Background: an optimization exercise with open tools, aiming at small area, a short achievable clock period and few clock cycles per item. Do not read the settings as production practice. Where RTL was checked, it was by simulation tests only, not by an equivalence proof against the original.

==> job 2570 <==
Design mosaic_scroll_pixel_remap_core, start of the top module:
module mosaic_scroll_pixel_remap_core (
    input  logic                 clk,
    input  logic                 rst_n,
    input  logic                 start,
    output logic                 busy,
    input  logic                 req_type,
    input  logic [8:0]           dest_x,
    input  logic [7:0]           dest_y,
    input  logic [4:0]           tile_size,
    input  logic [9:0]           cur_scroll_x,
    input  logic [9:0]           snap_scroll_x,
    input  logic [9:0]           cur_scroll_y,
    input  logic [9:0]           snap_scroll_y,
    input  logic                 track_scroll,
    input  logic [31:0]          pixel_in,
    output logic                 done,
    output logic                 write_enable,
    output logic [8:0]           source_x,
    output logic [7:0]           source_y,
    output logic [31:0]          pixel_out,
    input  logic                 cfg_we,
    input  logic [2:0]           cfg_index,
    input  logic [9:0]           cfg_data
);
    logic [8:0] wm1_reg;
    logic [7:0] hm1_reg;
    logic [8:0] m_reg;
    logic [3:0] num_reg;
    logic [3:0] dm1_reg;
    logic       ext_reg;
    logic       keep_reg;    
    logic [3:0] nb_reg;      
    logic       keep_n;
    logic       keep_d;
    assign keep_n = (dm1_reg == 4'd15) || (cfg_data[3:0] > dm1_reg);
    assign keep_d = (cfg_data[3:0] == 4'd0) || (num_reg >= cfg_data[3:0]);
    always_ff @(posedge clk or negedge rst_n)
    begin
        if (!rst_n)
        begin
            wm1_reg  <= 9'd255;
            hm1_reg  <= 8'd223;
            m_reg    <= 9'd64;
            num_reg  <= 4'd15;
            dm1_reg  <= 4'd14;
            ext_reg  <= 1'b0;
            keep_reg <= 1'b1;
            nb_reg   <= 4'd1;
        end
        else if (cfg_we)
        begin
            case (cfg_index)
                3'd0: wm1_reg <= (cfg_data == 10'd0) ? 9'd0
                               : (cfg_data > 10'd512) ? 9'd511 : 9'(cfg_data - 10'd1);
                3'd1: hm1_reg <= (cfg_data[8:0] == 9'd0) ? 8'd0
  ...
==> flow/config.mk <==
export PLATFORM = sky130hd
export DESIGN_NAME = mosaic_scroll_pixel_remap_core
export DESIGN_NICKNAME = mosaic_scroll_pixel_remap_core
export VERILOG_FILES = /design/flow/design.v
export SDC_FILE = /design/flow/constraint.sdc
export NUM_CORES = 4
export LEC_CHECK = 0
export ABC_AREA = 1
export CAP_MARGIN = 20
export CORE_MARGIN = 2
export CORE_UTILIZATION = 40
export SETUP_SLACK_MARGIN = 2.3
export SLEW_MARGIN = 20
==> flow/constraint.sdc <==
create_clock -name core_clock -period 5.5 [get_ports {clk}]
set_input_delay 1.1000 -clock core_clock [delete_from_list [all_inputs] [get_ports {clk}]]
set_output_delay 1.1000 -clock core_clock [all_outputs]
set_load 0.01 [all_outputs]
standard.sh (not shown) runs the stock make flow with config.mk's settings and CLKGATE_MAP_FILE= SYNTH_SCRIPT=/design/flow/synth_recipe.tcl, a recipe that flattens the netlist after the stock synthesis.
==> flow/flow/run.sh <==
#!/bin/bash
# The standard layout (the standard.sh, unchanged synthesis and steps),
# with two changes to how the layout is made:
#  - buffer_ports buffers every input and output port with
#    sky130_fd_sc_hd__buf_1 instead of the delay cell it picks by default;
#  - clock tree synthesis does not add dummy loads.
set -euo pipefail
export BUFFER_PORTS_ARGS="-buffer_cell sky130_fd_sc_hd__buf_1"
export CTS_ARGS="-sink_clustering_enable -repair_clock_nets -dont_use_dummy_load -buf_list {sky130_fd_sc_hd__clkbuf_4 sky130_fd_sc_hd__clkbuf_8}"
bash standard.sh > standard_flow.log 2>&1
==> job 6328 (differences from job 2570) <==
--- a/flow/design.v
+++ b/flow/design.v
@@ -171,45 +171,50 @@
         end
         else
         begin
             r0_1 = {3'b000, cu_1[8] & (side_1[27:24] != 4'd0)};
             q0_1 = cu_1[7:0];
-            r1_1 = 4'd0;
-            q1_1 = 8'd0;
+            r1_1 = {side_1[23], side_1[21:19]};
+            q1_1 = side_1[18:11];
             r2_1 = 4'd0;
             q2_1 = cy_1;
         end
     end
+    logic [3:0]  dl1_1;
+    assign dl1_1 = side_1[27:24] | {4{!typ_1}};
     logic [3:0]  r0_1_0;
     logic [7:0]  q0_1_0;
     assign {r0_1_0, q0_1_0} = msr_pkg::div_step(r0_1, q0_1, side_1[27:24]);
     logic [3:0]  r1_1_0;
     logic [7:0]  q1_1_0;
-    assign {r1_1_0, q1_1_0} = msr_pkg::div_step(r1_1, q1_1, side_1[27:24]);
+    assign {r1_1_0, q1_1_0} = msr_pkg::div_step(r1_1, q1_1, dl1_1);
     logic [3:0]  r2_1_0;
     logic [7:0]  q2_1_0;
     assign {r2_1_0, q2_1_0} = msr_pkg::div_step(r2_1, q2_1, side_1[27:24]);
     logic [3:0]  r0_1_1;
     logic [7:0]  q0_1_1;
     assign {r0_1_1, q0_1_1} = msr_pkg::div_step(r0_1_0, q0_1_0, side_1[27:24]);
     logic [3:0]  r1_1_1;
     logic [7:0]  q1_1_1;
-    assign {r1_1_1, q1_1_1} = msr_pkg::div_step(r1_1_0, q1_1_0, side_1[27:24]);
+    assign {r1_1_1, q1_1_1} = msr_pkg::div_step(r1_1_0, q1_1_0, dl1_1);
     logic [3:0]  r2_1_1;
     logic [7:0]  q2_1_1;
     assign {r2_1_1, q2_1_1} = msr_pkg::div_step(r2_1_0, q2_1_0, side_1[27:24]);
     logic        oob_1;
-    logic [27:0] side_1n;
+    logic [15:0] side_1n;
     always_comb
     begin
         oob_1 = !ext_reg && (side_1[10] || side_1[21]
                 || (side_1[9:0] > {1'b0, wm1_reg}) || (side_1[20:11] > {2'b00, hm1_reg}));
-        side_1n = {side_1[27:23], oob_1 && !typ_1, side_1[21:0]};
+        if (typ_1)
+            side_1n = {side_1[27:24], 4'd0, side_1[7:0]};
+        else
+            side_1n = {side_1[27:24], oob_1, side_1[10:0]};
     end
     logic        vld_2;
     logic        typ_2;
-    logic [27:0] side_2;
+    logic [15:0] side_2;
     logic [3:0]  r0_2, r1_2, r2_2;
     logic [7:0]  q0_2, q1_2, q2_2;
     always_ff @(posedge clk or negedge rst_n)
     begin
         if (!rst_n)
@@ -226,31 +231,33 @@
         r1_2 <= r1_1_1;
         q1_2 <= q1_1_1;
         r2_2 <= r2_1_1;
         q2_2 <= q2_1_1;
     end
+    logic [3:0]  dl1_2;
+    assign dl1_2 = side_2[15:12] | {4{!typ_2}};
     logic [3:0]  r0_2_0;
     logic [7:0]  q0_2_0;
-    assign {r0_2_0, q0_2_0} = msr_pkg::div_step(r0_2, q0_2, side_2[27:24]);
+    assign {r0_2_0, q0_2_0} = msr_pkg::div_step(r0_2, q0_2, side_2[15:12]);
     logic [3:0]  r1_2_0;
     logic [7:0]  q1_2_0;
-    assign {r1_2_0, q1_2_0} = msr_pkg::div_step(r1_2, q1_2, side_2[27:24]);
+    assign {r1_2_0, q1_2_0} = msr_pkg::div_step(r1_2, q1_2, dl1_2);
     logic [3:0]  r2_2_0;
     logic [7:0]  q2_2_0;
-    assign {r2_2_0, q2_2_0} = msr_pkg::div_step(r2_2, q2_2, side_2[27:24]);
+    assign {r2_2_0, q2_2_0} = msr_pkg::div_step(r2_2, q2_2, side_2[15:12]);
     logic [3:0]  r0_2_1;
     logic [7:0]  q0_2_1;
-    assign {r0_2_1, q0_2_1} = msr_pkg::div_step(r0_2_0, q0_2_0, side_2[27:24]);
+    assign {r0_2_1, q0_2_1} = msr_pkg::div_step(r0_2_0, q0_2_0, side_2[15:12]);
     logic [3:0]  r1_2_1;
     logic [7:0]  q1_2_1;
-    assign {r1_2_1, q1_2_1} = msr_pkg::div_step(r1_2_0, q1_2_0, side_2[27:24]);
+    assign {r1_2_1, q1_2_1} = msr_pkg::div_step(r1_2_0, q1_2_0, dl1_2);
     logic [3:0]  r2_2_1;
     logic [7:0]  q2_2_1;
-    assign {r2_2_1, q2_2_1} = msr_pkg::div_step(r2_2_0, q2_2_0, side_2[27:24]);
+    assign {r2_2_1, q2_2_1} = msr_pkg::div_step(r2_2_0, q2_2_0, side_2[15:12]);
     logic        vld_3;
     logic        typ_3;
-    logic [27:0] side_3;
+    logic [15:0] side_3;
     logic [3:0]  r0_3, r1_3, r2_3;
     logic [7:0]  q0_3, q1_3, q2_3;
     always_ff @(posedge clk or negedge rst_n)
     begin
         if (!rst_n)
@@ -267,31 +274,33 @@
         r1_3 <= r1_2_1;
         q1_3 <= q1_2_1;
         r2_3 <= r2_2_1;
         q2_3 <= q2_2_1;
     end
+    logic [3:0]  dl1_3;
+    assign dl1_3 = side_3[15:12] | {4{!typ_3}};
     logic [3:0]  r0_3_0;
     logic [7:0]  q0_3_0;
-    assign {r0_3_0, q0_3_0} = msr_pkg::div_step(r0_3, q0_3, side_3[27:24]);
+    assign {r0_3_0, q0_3_0} = msr_pkg::div_step(r0_3, q0_3, side_3[15:12]);
     logic [3:0]  r1_3_0;
     logic [7:0]  q1_3_0;
-    assign {r1_3_0, q1_3_0} = msr_pkg::div_step(r1_3, q1_3, side_3[27:24]);
+    assign {r1_3_0, q1_3_0} = msr_pkg::div_step(r1_3, q1_3, dl1_3);
     logic [3:0]  r2_3_0;
     logic [7:0]  q2_3_0;
-    assign {r2_3_0, q2_3_0} = msr_pkg::div_step(r2_3, q2_3, side_3[27:24]);
+    assign {r2_3_0, q2_3_0} = msr_pkg::div_step(r2_3, q2_3, side_3[15:12]);
     logic [3:0]  r0_3_1;
     logic [7:0]  q0_3_1;
-    assign {r0_3_1, q0_3_1} = msr_pkg::div_step(r0_3_0, q0_3_0, side_3[27:24]);
+    assign {r0_3_1, q0_3_1} = msr_pkg::div_step(r0_3_0, q0_3_0, side_3[15:12]);
     logic [3:0]  r1_3_1;
     logic [7:0]  q1_3_1;
-    assign {r1_3_1, q1_3_1} = msr_pkg::div_step(r1_3_0, q1_3_0, side_3[27:24]);
+    assign {r1_3_1, q1_3_1} = msr_pkg::div_step(r1_3_0, q1_3_0, dl1_3);
     logic [3:0]  r2_3_1;
     logic [7:0]  q2_3_1;
-    assign {r2_3_1, q2_3_1} = msr_pkg::div_step(r2_3_0, q2_3_0, side_3[27:24]);
+    assign {r2_3_1, q2_3_1} = msr_pkg::div_step(r2_3_0, q2_3_0, side_3[15:12]);
     logic        vld_4;
     logic        typ_4;
-    logic [27:0] side_4;
+    logic [15:0] side_4;
     logic [3:0]  r0_4, r1_4, r2_4;
     logic [7:0]  q0_4, q1_4, q2_4;
     always_ff @(posedge clk or negedge rst_n)
     begin
         if (!rst_n)
@@ -308,31 +317,33 @@
         r1_4 <= r1_3_1;
         q1_4 <= q1_3_1;
         r2_4 <= r2_3_1;
         q2_4 <= q2_3_1;
     end
+    logic [3:0]  dl1_4;
+    assign dl1_4 = side_4[15:12] | {4{!typ_4}};
     logic [3:0]  r0_4_0;
     logic [7:0]  q0_4_0;
-    assign {r0_4_0, q0_4_0} = msr_pkg::div_step(r0_4, q0_4, side_4[27:24]);
+    assign {r0_4_0, q0_4_0} = msr_pkg::div_step(r0_4, q0_4, side_4[15:12]);
     logic [3:0]  r1_4_0;
     logic [7:0]  q1_4_0;
-    assign {r1_4_0, q1_4_0} = msr_pkg::div_step(r1_4, q1_4, side_4[27:24]);
+    assign {r1_4_0, q1_4_0} = msr_pkg::div_step(r1_4, q1_4, dl1_4);
     logic [3:0]  r2_4_0;
     logic [7:0]  q2_4_0;
-    assign {r2_4_0, q2_4_0} = msr_pkg::div_step(r2_4, q2_4, side_4[27:24]);
+    assign {r2_4_0, q2_4_0} = msr_pkg::div_step(r2_4, q2_4, side_4[15:12]);
     logic [3:0]  r0_4_1;
     logic [7:0]  q0_4_1;
-    assign {r0_4_1, q0_4_1} = msr_pkg::div_step(r0_4_0, q0_4_0, side_4[27:24]);
+    assign {r0_4_1, q0_4_1} = msr_pkg::div_step(r0_4_0, q0_4_0, side_4[15:12]);
     logic [3:0]  r1_4_1;
     logic [7:0]  q1_4_1;
-    assign {r1_4_1, q1_4_1} = msr_pkg::div_step(r1_4_0, q1_4_0, side_4[27:24]);
+    assign {r1_4_1, q1_4_1} = msr_pkg::div_step(r1_4_0, q1_4_0, dl1_4);
     logic [3:0]  r2_4_1;
     logic [7:0]  q2_4_1;
-    assign {r2_4_1, q2_4_1} = msr_pkg::div_step(r2_4_0, q2_4_0, side_4[27:24]);
+    assign {r2_4_1, q2_4_1} = msr_pkg::div_step(r2_4_0, q2_4_0, side_4[15:12]);
     logic        vld_5;
     logic        typ_5;
-    logic [27:0] side_5;
+    logic [15:0] side_5;
     logic [3:0]  r0_5, r1_5, r2_5;
     logic [7:0]  q0_5, q1_5, q2_5;
     always_ff @(posedge clk or negedge rst_n)
     begin
         if (!rst_n)
@@ -356,32 +367,36 @@
     logic [10:0] ey_f;
     logic        negx_f, overx_f, negy_f, overy_f;
     logic [8:0]  sx_f;
     logic [7:0]  sy_f;
     logic        we_f;
+    logic [10:0] bx_f;
+    logic [10:0] by_f;
     always_comb
     begin
-        fx_f  = side_5[23] ? (side_5[27:24] - r0_5) : r0_5;
-        ex_f    = side_5[10:0] + {2'b11, ~wm1_reg};
-        ey_f    = side_5[21:11] + {3'b111, ~hm1_reg};
-        negx_f  = side_5[10] || (side_5[9:4] == 6'd0 && side_5[3:0] < fx_f);
+        bx_f = side_5[10:0];
+        by_f = {q1_5[6:0], r1_5};
+        fx_f  = q1_5[7] ? (side_5[15:12] - r0_5) : r0_5;
+        ex_f    = bx_f + {2'b11, ~wm1_reg};
+        ey_f    = by_f + {3'b111, ~hm1_reg};
+        negx_f  = bx_f[10] || (bx_f[9:4] == 6'd0 && bx_f[3:0] < fx_f);
         overx_f = !ex_f[10] && (ex_f[9:4] != 6'd0 || ex_f[3:0] >= fx_f);
-        negy_f  = side_5[21] || (side_5[20:15] == 6'd0 && side_5[14:11] < r2_5);
+        negy_f  = by_f[10] || (by_f[9:4] == 6'd0 && by_f[3:0] < r2_5);
         overy_f = !ey_f[10] && (ey_f[9:4] != 6'd0 || ey_f[3:0] >= r2_5);
         if (overx_f)
             sx_f = wm1_reg;
         else if (negx_f)
             sx_f = 9'd0;
         else
-            sx_f = side_5[8:0] - {5'd0, fx_f};
+            sx_f = bx_f[8:0] - {5'd0, fx_f};
         if (overy_f)
             sy_f = hm1_reg;
         else if (negy_f)
             sy_f = 8'd0;
         else
-            sy_f = side_5[18:11] - {4'd0, r2_5};
-        we_f = !typ_5 && !side_5[22];
+            sy_f = by_f[7:0] - {4'd0, r2_5};
+        we_f = !typ_5 && !side_5[11];
     end
     logic        done_r;
     logic        we_r;
     logic [8:0]  sx_r;
     logic [7:0]  sy_r;
==> flow/flow/run.sh (replaced) <==
#!/bin/bash
# The standard layout (the standard.sh, unchanged synthesis and steps),
# with two changes to how the layout is made:
#  - buffer_ports buffers every input and output port with
#    sky130_fd_sc_hd__buf_1 instead of the delay cell it picks by default;
#  - clock tree synthesis does not add dummy loads, and clusters up to 16 sinks per leaf buffer.
set -euo pipefail
export BUFFER_PORTS_ARGS="-buffer_cell sky130_fd_sc_hd__buf_1"
export CTS_ARGS="-sink_clustering_enable -repair_clock_nets -dont_use_dummy_load -sink_clustering_size 16 -sink_clustering_max_diameter 60 -buf_list {sky130_fd_sc_hd__clkbuf_8}"
bash standard.sh > standard_flow.log 2>&1
Settings changed: SETUP_SLACK_MARGIN 2.3 to 2.15.
==> job 8590 (differences from job 2570) <==
--- a/flow/design.v
+++ b/flow/design.v
@@ -50,15 +50,10 @@
     logic [8:0] m_reg;
     logic [3:0] num_reg;
     logic [3:0] dm1_reg;
     logic       ext_reg;
     logic       keep_reg;    
-    logic [3:0] nb_reg;      
-    logic       keep_n;
-    logic       keep_d;
-    assign keep_n = (dm1_reg == 4'd15) || (cfg_data[3:0] > dm1_reg);
-    assign keep_d = (cfg_data[3:0] == 4'd0) || (num_reg >= cfg_data[3:0]);
     always_ff @(posedge clk or negedge rst_n)
     begin
         if (!rst_n)
         begin
             wm1_reg  <= 9'd255;
@@ -66,11 +61,10 @@
             m_reg    <= 9'd64;
             num_reg  <= 4'd15;
             dm1_reg  <= 4'd14;
             ext_reg  <= 1'b0;
             keep_reg <= 1'b1;
-            nb_reg   <= 4'd1;
         end
         else if (cfg_we)
         begin
             case (cfg_index)
                 3'd0: wm1_reg <= (cfg_data == 10'd0) ? 9'd0
@@ -79,27 +73,25 @@
                                : (cfg_data[8:0] > 9'd256) ? 8'd255 : 8'(cfg_data[8:0] - 9'd1);
                 3'd2: m_reg   <= cfg_data[8:0];
                 3'd3:
                 begin
                     num_reg  <= cfg_data[3:0];
-                    keep_reg <= keep_n;
-                    nb_reg   <= keep_n ? 4'd1 : cfg_data[3:0];
+                    keep_reg <= (dm1_reg == 4'd15) || (cfg_data[3:0] > dm1_reg);
                 end
                 3'd4:
                 begin
                     dm1_reg  <= cfg_data[3:0] - 4'd1;
-                    keep_reg <= keep_d;
-                    nb_reg   <= keep_d ? 4'd1 : num_reg;
+                    keep_reg <= (cfg_data[3:0] == 4'd0) || (num_reg >= cfg_data[3:0]);
                 end
                 3'd5: ext_reg <= cfg_data[0];
                 default: ;
             endcase
         end
     end
     logic [3:0] nb;
     logic [3:0] db;
-    assign nb = nb_reg;
+    assign nb = {num_reg[3:1] & {3{!keep_reg}}, num_reg[0] | keep_reg};
     assign db = dm1_reg & {4{!keep_reg}};
     assign busy = 1'b0;
     logic [3:0]  sm1_e;
     logic [9:0]  dx_e;
     logic [9:0]  dy_e;
==> flow/flow/run.sh (replaced) <==
#!/bin/bash
# The standard layout (the standard.sh, unchanged synthesis and steps),
# except that buffer_ports uses sky130_fd_sc_hd__buf_1 for the port buffers
# instead of the delay cell it picks by default. Every port is still buffered.
set -euo pipefail
export BUFFER_PORTS_ARGS="-buffer_cell sky130_fd_sc_hd__buf_1"
bash standard.sh > standard_flow.log 2>&1
Settings changed: CTS_BUF_LIST set to sky130_fd_sc_hd__clkbuf_4 sky130_fd_sc_hd__clkbuf_8, SETUP_SLACK_MARGIN 2.3 to 2.0.
==> job 4061 (differences from job 2570) <==
==> flow/flow/run.sh (replaced) <==
#!/bin/bash
# The standard layout (the standard.sh, unchanged synthesis and steps),
# except that buffer_ports uses sky130_fd_sc_hd__buf_1 for the port buffers
# instead of the delay cell it picks by default. Every port is still buffered.
set -euo pipefail
export BUFFER_PORTS_ARGS="-buffer_cell sky130_fd_sc_hd__buf_1"
bash standard.sh > standard_flow.log 2>&1
Settings changed: CTS_BUF_LIST set to sky130_fd_sc_hd__clkbuf_4 sky130_fd_sc_hd__clkbuf_8, SETUP_SLACK_MARGIN 2.3 to 2.6.
==> out/qor.csv <==
stage;metric;value;unit
run_status;run_status;timing/DRC/antenna clean;
synthesis;yosysTopAreaCellShare;0.3612;
worst_setup_path;rr_startpoint;num_reg[1];
power_and_ir_drop;switching_share;0.3747;
power_and_ir_drop;switching_power;4.890;mW
global_route;grt_pass1_vias;16280;
[end of results for job 8590]
==> out/qor.csv <==
stage;metric;value;unit
run_status;run_status;timing/DRC/antenna clean;
power_and_ir_drop;switching_power;5.222;mW
worst_setup_path;rr_startpoint;nb_reg[0];
power_and_ir_drop;switching_share;0.3975;
global_route;gr-usage-met2;0.2957;
[end of results for job 2570]
==> out/qor.csv <==
stage;metric;value;unit
global_route;grt_pass1_vias;16320;
power_and_ir_drop;switching_share;0.4264;
run_status;run_status;timing/DRC/antenna clean;
synthesis;yosysTopAreaCellShare;0.3241;
placement;portBuffers;163;
finish;top_register;px_r;
power_and_ir_drop;switching_power;5.099;mW
worst_setup_path;rr_startpoint;nb_reg[0];
[end of results for job 6328]
==> out/qor.csv <==
stage;metric;value;unit
run_status;run_status;timing/DRC/antenna clean;
power_and_ir_drop;switching_power;5.952;mW
synthesis;yosysTopAreaCellShare;0.3560;
power_and_ir_drop;switching_share;0.3940;
global_route;grt_pass1_vias;17240;
[end of results for job 4061]
Testbench counts of job 2570, summed over its fixed seeds: cycles 13,184, items 12,800.
Testbench counts of job 6328, summed over its fixed seeds: cycles 13,184, items 12,800.
Testbench counts of job 4061, summed over its fixed seeds: cycles 13,184, items 12,800.
Only the layout flow was run in job 8590; the RTL was not checked for function there.

## afterwards: timing with drivers on the ports
In the flow no input, the clock included, has a driving cell. The finished layouts below were timed again as built, in two steps.
Step 1 assumes that a clkbuf_16 drives the clock port and a buf_2 every other input.
Step 2 moves the port delays by t, midway between the first and last clock arrival at a register: inputs arrive t later, outputs are due t later. That takes back most of the time a late clock gives input paths.
Slacks: ideal / step 1 / step 2; pairs: ideal / step 1.
| run | t, ns | setup WS [ns] | hold slack, ns |
|---|---|---|---|
| job 2570 | 0.639 | 2.332 / 2.343 / 1.719 | 0.308 / 0.308 / 0.308 |
| job 6328 | 0.671 | 2.250 / 2.250 / 1.670 | 0.310 / 0.310 / 0.310 |
| job 8590 | 0.663 | 2.033 / 2.033 / 1.664 | 0.313 / 0.313 / 0.313 |
| job 4061 | 0.670 | 2.337 / 2.337 / 1.745 | 0.320 / 0.320 / 0.320 |
After both steps setup and hold are still met in every run listed. For job 2570, which loses most, drivers alone change the setup slack by +0.011 ns; drivers and shift together by -0.613 ns.
